This is an optimization exercise on Yosys and OpenROAD, whose aim is small area, a short achievable clock period and few clock cycles per item, not a production implementation. Function was checked by simulation only, so behaviour that the tests miss may differ from the original. Power figures rest on the tool's default switching activity, not on a simulated workload.

==> flow/design.v (excerpt) <==
module sprite_compositor_n #(
  parameter int N_SPRITES = 8,
  parameter int SPR_SIZE  = 16,
  parameter int COORD_W   = 10,
  parameter int PAL_DEPTH = 16,
  parameter int COLOR_W   = 8,
  parameter int SLOT_W    = (N_SPRITES > 1) ? $clog2(N_SPRITES) : 1,
  parameter int SEL_WP    = $clog2(SPR_SIZE + 1),
  parameter int PAL_WP    = (PAL_DEPTH > 1) ? $clog2(PAL_DEPTH) : 1,
  parameter int DATA_W    = ((2 * COORD_W + PAL_WP + 2) > SPR_SIZE) ? (2 * COORD_W + PAL_WP + 2) : SPR_SIZE
) (
  input  logic                 clk_25,
  input  logic                 n_reset,
  input  logic                 wr_en,
  input  logic [SLOT_W-1:0]    wr_slot,
  input  logic [SEL_WP-1:0]    wr_sel,
  input  logic [DATA_W-1:0]    wr_data,
  input  logic                 att_color,
  input  logic [PAL_WP-1:0]    pal_addr,
  input  logic [3*COLOR_W-1:0] data_color,
  input  logic                 coll_clr,
  input  logic                 pix_valid,
  input  logic [COORD_W-1:0]   row,
  input  logic [COORD_W-1:0]   column,
  input  logic [COLOR_W-1:0]   FIFO_Red,
  input  logic [COLOR_W-1:0]   FIFO_Green,
  input  logic [COLOR_W-1:0]   FIFO_Blue,
  output logic [COLOR_W-1:0]   VGA_R,
  output logic [COLOR_W-1:0]   VGA_G,
  output logic [COLOR_W-1:0]   VGA_B,
  output logic                 out_valid,
  output logic [N_SPRITES-1:0] collision
);
Size in the first run: ~5200 cells after synthesis, roughly 150 I/O pins.
==> flow/config.mk <==
export PLATFORM = sky130hd
export DESIGN_NAME = sprite_compositor_n
export DESIGN_NICKNAME = sprite_compositor_n
export VERILOG_FILES = /design/flow/design.v
export SDC_FILE = /design/flow/constraint.sdc
export NUM_CORES = 4
export LEC_CHECK = 0
export CAP_MARGIN = 20
export CORE_MARGIN = 2
export CORE_UTILIZATION = 40
export SETUP_SLACK_MARGIN = 2.4
export SLEW_MARGIN = 20
==> flow/constraint.sdc <==
create_clock -name core_clock -period 4.5 [get_ports {clk_25}]
set_input_delay 0.9000 -clock core_clock [delete_from_list [all_inputs] [get_ports {clk_25}]]
set_output_delay 0.9000 -clock core_clock [all_outputs]
set_load 0.01 [all_outputs]
standard.sh (not shown) runs the stock make flow with config.mk's settings and CLKGATE_MAP_FILE= SYNTH_SCRIPT=/design/flow/synth_recipe.tcl, a recipe that flattens the netlist after the stock synthesis.
==> flow/flow/run.sh <==
#!/bin/bash
# Standard layout with two changes: clock tree synthesis adds no dummy balancing
# loads and clusters sinks into larger groups, and the port buffers are plain
# buf_4 cells (which the resizer can size up) instead of delay buffers.
set -e
cp standard.sh standard_copy.log
export CTS_ARGS="-sink_clustering_enable -repair_clock_nets -dont_use_dummy_load -sink_clustering_size 25 -sink_clustering_max_diameter 120"
export BUFFER_PORTS_ARGS="-buffer_cell sky130_fd_sc_hd__buf_4"
bash standard.sh > standard.log 2>&1
Testbench counts at the start, summed over its fixed seeds: cycles 33,536, pixels 32,768.
Rerun with:
==> flow/flow/run.sh (replaced) <==
#!/bin/bash
# Standard layout, with clock tree synthesis told not to add dummy balancing loads
# and to cluster sinks into larger groups (fewer leaf buffers).
set -e
cp standard.sh standard_copy.log
export CTS_ARGS="-sink_clustering_enable -repair_clock_nets -dont_use_dummy_load -sink_clustering_size 25 -sink_clustering_max_diameter 120"
bash standard.sh > standard.log 2>&1
- TNS_END_PERCENT: default -> 10
After rerunning: Routed wire length stays flat. Global-route usage barely changes. Flip-flop and latch count is unchanged. Count of clock-buffer cells in the layout is lower by 4.
Rerun with:
==> flow/flow/run.sh (replaced) <==
#!/bin/bash
# Standard layout, with clock tree synthesis told not to add dummy balancing loads
# and to cluster sinks into larger groups (fewer leaf buffers).
set -e
cp standard.sh standard_copy.log
export CTS_ARGS="-sink_clustering_enable -repair_clock_nets -dont_use_dummy_load -sink_clustering_size 25 -sink_clustering_max_diameter 60"
bash standard.sh > standard.log 2>&1
- SETUP_SLACK_MARGIN: 2.4 -> 2.3
- TNS_END_PERCENT: 10 -> default
Total power went up by 4.8%.
Final cell count went up by 0.50%.
Design area went up by 1.6%.
Via count went up by 0.45%.
Sequential cell count does not change.
Setup slack improved by 0.12 ns.
Worst hold slack improved by 0.22 ns.

Starting RTL as in the previous note.
clock: 4.5 ns
lec_check: 0
cap_margin: 20
core_margin: 2
core_utilization: 40
setup_slack_margin: 2.5
slew_margin: 20
tns_end_percent: 3
==> flow/flow/run.sh <==
#!/bin/bash
# Standard layout, with clock tree synthesis told not to add dummy balancing loads
# and to cluster sinks into larger groups (fewer leaf buffers).
set -e
cp standard.sh standard_copy.log
export CTS_ARGS="-sink_clustering_enable -repair_clock_nets -dont_use_dummy_load -sink_clustering_size 25 -sink_clustering_max_diameter 120"
bash standard.sh > standard.log 2>&1
Testbench counts at the start, summed over its fixed seeds: cycles 33,536, pixels 32,768.
==> next run, changes <==
--- a/flow/flow/run.sh
+++ b/flow/flow/run.sh
@@ -2,2 +2,3 @@
-# Standard layout, with clock tree synthesis told not to add dummy balancing loads
-# and to cluster sinks into larger groups (fewer leaf buffers).
+# Standard layout with two changes: clock tree synthesis adds no dummy balancing
+# loads and clusters sinks into larger groups, and the port buffers are plain
+# buf_4 cells (which the resizer can size up) instead of delay buffers.
@@ -6,0 +8 @@
+export BUFFER_PORTS_ARGS="-buffer_cell sky130_fd_sc_hd__buf_4"
SETUP_SLACK_MARGIN = 2.6   (was 2.5)
TNS_END_PERCENT = default   (was 3)
Sequential share of layout area goes down by 1.4 points.
Clock power barely changes.
Hold slack gets worse by 0.16 ns.
Via count goes up by 1.3%.
Register-to-register slack gets better by 0.16 ns.
First-iteration DRC count goes up by 1.7%.
Die area stays the same.
Synthesized cell count stays the same.
==> next run, changes <==
==> flow/flow/run.sh (replaced) <==
#!/bin/bash
# Standard layout, with clock tree synthesis told not to add dummy balancing loads
# and to cluster sinks into larger groups (fewer leaf buffers).
set -e
cp standard.sh standard_copy.log
export CTS_ARGS="-sink_clustering_enable -repair_clock_nets -dont_use_dummy_load -sink_clustering_size 25 -sink_clustering_max_diameter 120"
bash standard.sh > standard.log 2>&1
SETUP_SLACK_MARGIN = 2.4   (was 2.6)
The new run produced a clean layout.
Setup slack gets better by 0.0071 ns.
Global-route usage went down by 0.38 points.
Register-to-register slack gets better by 0.03 ns.
Hold slack gets better by 0.13 ns.
Design area went down by about 0.8%.
Sequential share of layout area went up by 0.51 points.
Clock power is about the same.
Clock skew went up by 0.019 ns.
==> next run, changes <==
ABC_AREA = 1   (was default)
Via count is higher by about 40%.
Setup slack got worse by 0.034 ns.
Clock power is about the same.
First-iteration DRC count is higher by 37%.

Setup of alpha:
The RTL this note starts from:
==> flow/design.v <==
module sprite_compositor_n #(
  parameter int N_SPRITES = 8,
  parameter int SPR_SIZE  = 16,
  parameter int COORD_W   = 10,
  parameter int PAL_DEPTH = 16,
  parameter int COLOR_W   = 8,
  parameter int SLOT_W    = (N_SPRITES > 1) ? $clog2(N_SPRITES) : 1,
  parameter int SEL_WP    = $clog2(SPR_SIZE + 1),
  parameter int PAL_WP    = (PAL_DEPTH > 1) ? $clog2(PAL_DEPTH) : 1,
  parameter int DATA_W    = ((2 * COORD_W + PAL_WP + 2) > SPR_SIZE) ? (2 * COORD_W + PAL_WP + 2) : SPR_SIZE
) (
  input  logic                 clk_25,
  input  logic                 n_reset,
  input  logic                 wr_en,
  input  logic [SLOT_W-1:0]    wr_slot,
  input  logic [SEL_WP-1:0]    wr_sel,
  input  logic [DATA_W-1:0]    wr_data,
  input  logic                 att_color,
  input  logic [PAL_WP-1:0]    pal_addr,
  input  logic [3*COLOR_W-1:0] data_color,
  input  logic                 coll_clr,
  input  logic                 pix_valid,
  input  logic [COORD_W-1:0]   row,
  input  logic [COORD_W-1:0]   column,
  input  logic [COLOR_W-1:0]   FIFO_Red,
  input  logic [COLOR_W-1:0]   FIFO_Green,
  input  logic [COLOR_W-1:0]   FIFO_Blue,
  output logic [COLOR_W-1:0]   VGA_R,
  output logic [COLOR_W-1:0]   VGA_G,
  output logic [COLOR_W-1:0]   VGA_B,
  output logic                 out_valid,
  output logic [N_SPRITES-1:0] collision
);
  localparam int N     = N_SPRITES;
  localparam int PAL_W = PAL_WP;
  localparam int RGB_W = 3 * COLOR_W;
  logic [N-1:0][15:0][15:0] bmp_q;      
  logic [N-1:0][9:0]        x_q, y_q;   
  logic [N-1:0][PAL_W-1:0]  pi_q;
  logic [N-1:0]             md_q;
  logic [N-1:0]             en_q;
  logic [PAL_DEPTH-1:0][RGB_W-1:0] pal_q;   
  logic [N-1:0]       slot_we, attr_we;
  logic [N-1:0][15:0] row_we;
  logic [PAL_DEPTH-1:0] pal_we;
  always_comb begin
    for (int s = 0; s < N; s++) begin
      slot_we[s] = wr_en && (wr_slot == SLOT_W'(s));
      attr_we[s] = slot_we[s] && (wr_sel == '0);
      for (int r = 0; r < 16; r++)
        row_we[s][r] = slot_we[s] && (wr_sel == SEL_WP'(r + 1));
    end
    for (int p = 0; p < PAL_DEPTH; p++)
      pal_we[p] = att_color && (pal_addr == PAL_W'(p));
  end
  always_ff @(posedge clk_25) begin
    for (int s = 0; s < N; s++) begin
      if (attr_we[s]) begin
        x_q[s]  <= wr_data[9:0];
        y_q[s]  <= wr_data[19:10];
        pi_q[s] <= wr_data[23:20];
        md_q[s] <= wr_data[25];
      end
    end
  end
  logic [15:0]      bmp_din;
  logic [RGB_W-1:0] pal_din;
  logic [N-1:0]     en_din;
  assign bmp_din = wr_data[15:0] & {16{n_reset}};
  assign pal_din = data_color & {RGB_W{n_reset}};
  assign en_din  = {N{wr_data[24] & n_reset}};
  always_ff @(posedge clk_25) begin
    for (int s = 0; s < N; s++) begin
      if (attr_we[s] || !n_reset) en_q[s] <= en_din[s];
      for (int r = 0; r < 16; r++)
        if (row_we[s][r] || !n_reset) bmp_q[s][r] <= bmp_din;
    end
    for (int p = 0; p < PAL_DEPTH; p++)
      if (pal_we[p] || !n_reset) pal_q[p] <= pal_din;
  end
  logic                v0_q, v1_q, v2_q, v3_q, v4_q, ov_q;
  logic [RGB_W-1:0]    bg0_q, bg1_q, bg2_q, bg3_q, bg4_q;
  logic [N-1:0][3:0]   col0_q;
  logic [3:0]          rlo0_q;
  logic [N-1:0]        in0_q;
  logic [N-1:0][15:0]  rb1_q;
  logic [N-1:0][3:0]   dy1_q;
  logic [N-1:0]        in1_q;
  logic [N-1:0]        hit2_q;
  logic [PAL_W-1:0]    pi3_q;
  logic                md3_q, any3_q;
  logic [RGB_W-1:0]    p4_q;
  logic                md4_q, any4_q;
  logic [N-1:0]        coll_q;
  logic [RGB_W-1:0]    rgb_q;
  logic [N-1:0][4:0] lox, loy;    
  logic [N-1:0]      inx, iny;
  logic [N-1:0][5:0] ax, bx, ay, by;
  logic [N-1:0]      in0_d;
  logic [N-1:0][3:0] col0_d;
  always_comb begin
    for (int s = 0; s < N; s++) begin
      lox[s] = {1'b0, column[3:0]} - {1'b0, x_q[s][3:0]};
      loy[s] = {1'b0, row[3:0]}    - {1'b0, y_q[s][3:0]};
      ax[s]  = column[9:4];
      bx[s]  = ~x_q[s][9:4];
      ay[s]  = row[9:4];
      by[s]  = ~y_q[s][9:4];
      inx[s] = ((ax[s] ^ bx[s] ^ {ax[s][4:0] | bx[s][4:0], ~lox[s][4]}) == '0) &&
               (ax[s][5] | bx[s][5]);
      iny[s] = ((ay[s] ^ by[s] ^ {ay[s][4:0] | by[s][4:0], ~loy[s][4]}) == '0) &&
               (ay[s][5] | by[s][5]);
      in0_d[s]  = en_q[s] & inx[s] & iny[s];
      col0_d[s] = ~lox[s][3:0];     
    end
  end
  logic [N-1:0][15:0] rb1_d;
  logic [N-1:0][3:0]  dy1_d;
  always_comb begin
    for (int s = 0; s < N; s++) begin
      for (int r = 0; r < 16; r++)
        rb1_d[s][r] = bmp_q[s][r][col0_q[s]];
      dy1_d[s] = rlo0_q - y_q[s][3:0];
    end
  end
  logic [N-1:0] hit2_d;
  always_comb begin
    for (int s = 0; s < N; s++)
      hit2_d[s] = in1_q[s] & rb1_q[s][dy1_q[s]];
  end
  logic [PAL_W-1:0] pi3_d;
  logic             md3_d, multi;
  always_comb begin
    pi3_d = '0; md3_d = 1'b0;
    for (int s = N - 1; s >= 0; s--)
      if (hit2_q[s]) begin
        pi3_d = pi_q[s];
        md3_d = md_q[s];
      end
  end
  assign multi = (hit2_q & (hit2_q - N'(1))) != '0;
  logic [RGB_W-1:0] p4_d;
  assign p4_d = pal_q[pi3_q];
  logic [RGB_W-1:0] rgb_d;
  logic [COLOR_W:0] sum_r, sum_g, sum_b;
  always_comb begin
    sum_r = {1'b0, p4_q[23:16]} + {1'b0, bg4_q[23:16]};
    sum_g = {1'b0, p4_q[15:8]}  + {1'b0, bg4_q[15:8]};
    sum_b = {1'b0, p4_q[7:0]}   + {1'b0, bg4_q[7:0]};
    if (!any4_q)     rgb_d = bg4_q;
    else if (!md4_q) rgb_d = p4_q;
    else             rgb_d = {sum_r[8:1], sum_g[8:1], sum_b[8:1]};
  end
  always_ff @(posedge clk_25) begin
    bg0_q <= {FIFO_Red, FIFO_Green, FIFO_Blue};
    col0_q <= col0_d; rlo0_q <= row[3:0]; in0_q <= in0_d;
    bg1_q <= bg0_q; rb1_q <= rb1_d; dy1_q <= dy1_d; in1_q <= in0_q;
    bg2_q <= bg1_q; hit2_q <= hit2_d;
    bg3_q <= bg2_q; pi3_q <= pi3_d; md3_q <= md3_d; any3_q <= |hit2_q;
    bg4_q <= bg3_q; p4_q <= p4_d; md4_q <= md3_q; any4_q <= any3_q;
    rgb_q <= rgb_d;
  end
  always_ff @(posedge clk_25 or negedge n_reset) begin
    if (!n_reset) begin
      v0_q <= 1'b0; v1_q <= 1'b0; v2_q <= 1'b0; v3_q <= 1'b0; v4_q <= 1'b0;
    end else begin
      v0_q <= pix_valid; v1_q <= v0_q; v2_q <= v1_q; v3_q <= v2_q; v4_q <= v3_q;
    end
  end
  always_ff @(posedge clk_25) begin
    if (!n_reset) begin
      ov_q <= 1'b0; coll_q <= '0;
    end else begin
      ov_q <= v4_q;
      if (coll_clr)           coll_q <= '0;
      else if (v2_q && multi) coll_q <= coll_q | hit2_q;
    end
  end
  assign VGA_R     = rgb_q[RGB_W-1 -: COLOR_W];
  assign VGA_G     = rgb_q[2*COLOR_W-1 -: COLOR_W];
  assign VGA_B     = rgb_q[COLOR_W-1:0];
  assign out_valid = ov_q;
  assign collision = coll_q;
endmodule
==> flow/config.mk <==
export PLATFORM = sky130hd
export DESIGN_NAME = sprite_compositor_n
export DESIGN_NICKNAME = sprite_compositor_n
export VERILOG_FILES = /design/flow/design.v
export SDC_FILE = /design/flow/constraint.sdc
export NUM_CORES = 4
export LEC_CHECK = 0
export CAP_MARGIN = 20
export CORE_MARGIN = 2
export CORE_UTILIZATION = 40
export SETUP_SLACK_MARGIN = 2.5
export SLEW_MARGIN = 20
==> flow/constraint.sdc <==
create_clock -name core_clock -period 4.5 [get_ports {clk_25}]
set_input_delay 0.9000 -clock core_clock [delete_from_list [all_inputs] [get_ports {clk_25}]]
set_output_delay 0.9000 -clock core_clock [all_outputs]
set_load 0.01 [all_outputs]
==> flow/flow/run.sh <==
#!/bin/bash
# Standard layout, with clock tree synthesis told not to add dummy balancing loads
# and to cluster sinks into larger groups (fewer leaf buffers).
set -e
cp standard.sh standard_copy.log
export CTS_ARGS="-sink_clustering_enable -repair_clock_nets -dont_use_dummy_load -sink_clustering_size 25 -sink_clustering_max_diameter 120"
bash standard.sh > standard.log 2>&1
Testbench counts of alpha, summed over its fixed seeds: cycles 33,536, pixels 32,768.
#### Input delta (beta over alpha)
Settings: a change of SETUP_SLACK_MARGIN from 2.5 to 2.4.
==> flow/flow/run.sh <==
#!/bin/bash
# Standard layout, with clock tree synthesis told not to add dummy balancing loads
# and to cluster sinks into larger groups (fewer leaf buffers).
set -e
cp standard.sh standard_copy.log
export CTS_ARGS="-sink_clustering_enable -repair_clock_nets -dont_use_dummy_load -sink_clustering_size 25 -sink_clustering_max_diameter 60"
bash standard.sh > standard.log 2>&1
## What came out
- When beta is set beside alpha, its number of vias in the routed layout turns out to be 678 smaller.
- On final area, beta and alpha are basically level.
- Comparing alpha against beta, there is no change at all in width of the die.
- Part of the total power dissipated in the clock network for beta: 3.6 points up relative to alpha
- | met3 demand-to-capacity share in global routing | alpha vs beta | ≈ equal |
- Reported for beta and alpha, total die area turned out identical to the last digit.
- Diff alpha..beta | count of endpoints failing hold in the final timing report | unchanged
- Post-detailed-routing wire length is lower on beta
- Portion of total power attributed to combinational logic came out lower on beta than on alpha.
- Compare beta and alpha | fraction of the cycle the final worst path needs higher: beta

## what the ideal ports hide
How much do the figures lean on ideal ports? The routed layouts below were timed once more, with nothing changed but the port constraints. Step 1 (the two cells are an assumption about what drives the block):
set clk [get_ports {clk_25}]
set_driving_cell -lib_cell sky130_fd_sc_hd__clkbuf_16 $clk
set_driving_cell -lib_cell sky130_fd_sc_hd__buf_2 [delete_from_list [all_inputs] $clk]
Step 2 adds t to the input delays and takes it off the output delays; t is the mean of the earliest and latest rising clock arrival at the registers after step 1. Input paths then give back, and output paths get back, about the clock's delay inside the block. Slacks: no drivers / after step 1 / after step 2; pairs: no drivers / after step 1.
| run | t (ns) | setup WS [ns] | worst setup path at the end |
|---|---|---|---|
| the first run of note 1 | 0.921 | 2.248 / 2.172 / 1.369 | input to register |
| the second run of note 1 | 0.897 | 2.152 / 2.097 / 1.200 | input to register |
| the third run of note 1 | 0.959 | 2.271 / 2.173 / 1.309 | input to register |
| the first run of note 2 | 0.928 | 2.247 / 2.186 / 1.257 | input to register |
| the second run of note 2 | 0.921 | 2.265 / 2.166 / 1.679 | input to register |
| the third run of note 2 | 0.917 | 2.272 / 2.181 / 1.422 | input to register |
| the fourth run of note 2 | 0.942 | 2.239 / 2.137 / 1.400 | input to register |
| alpha | 0.879 | 2.299 / 2.202 / 1.472 | input to register |
| beta | 0.934 | 2.261 / 2.162 / 1.393 | input to register |
After both steps every run listed still meets setup and hold. The setup slack of the first run of note 2, which loses most, moves by -0.061 ns with the drivers and by -0.990 ns with both steps.
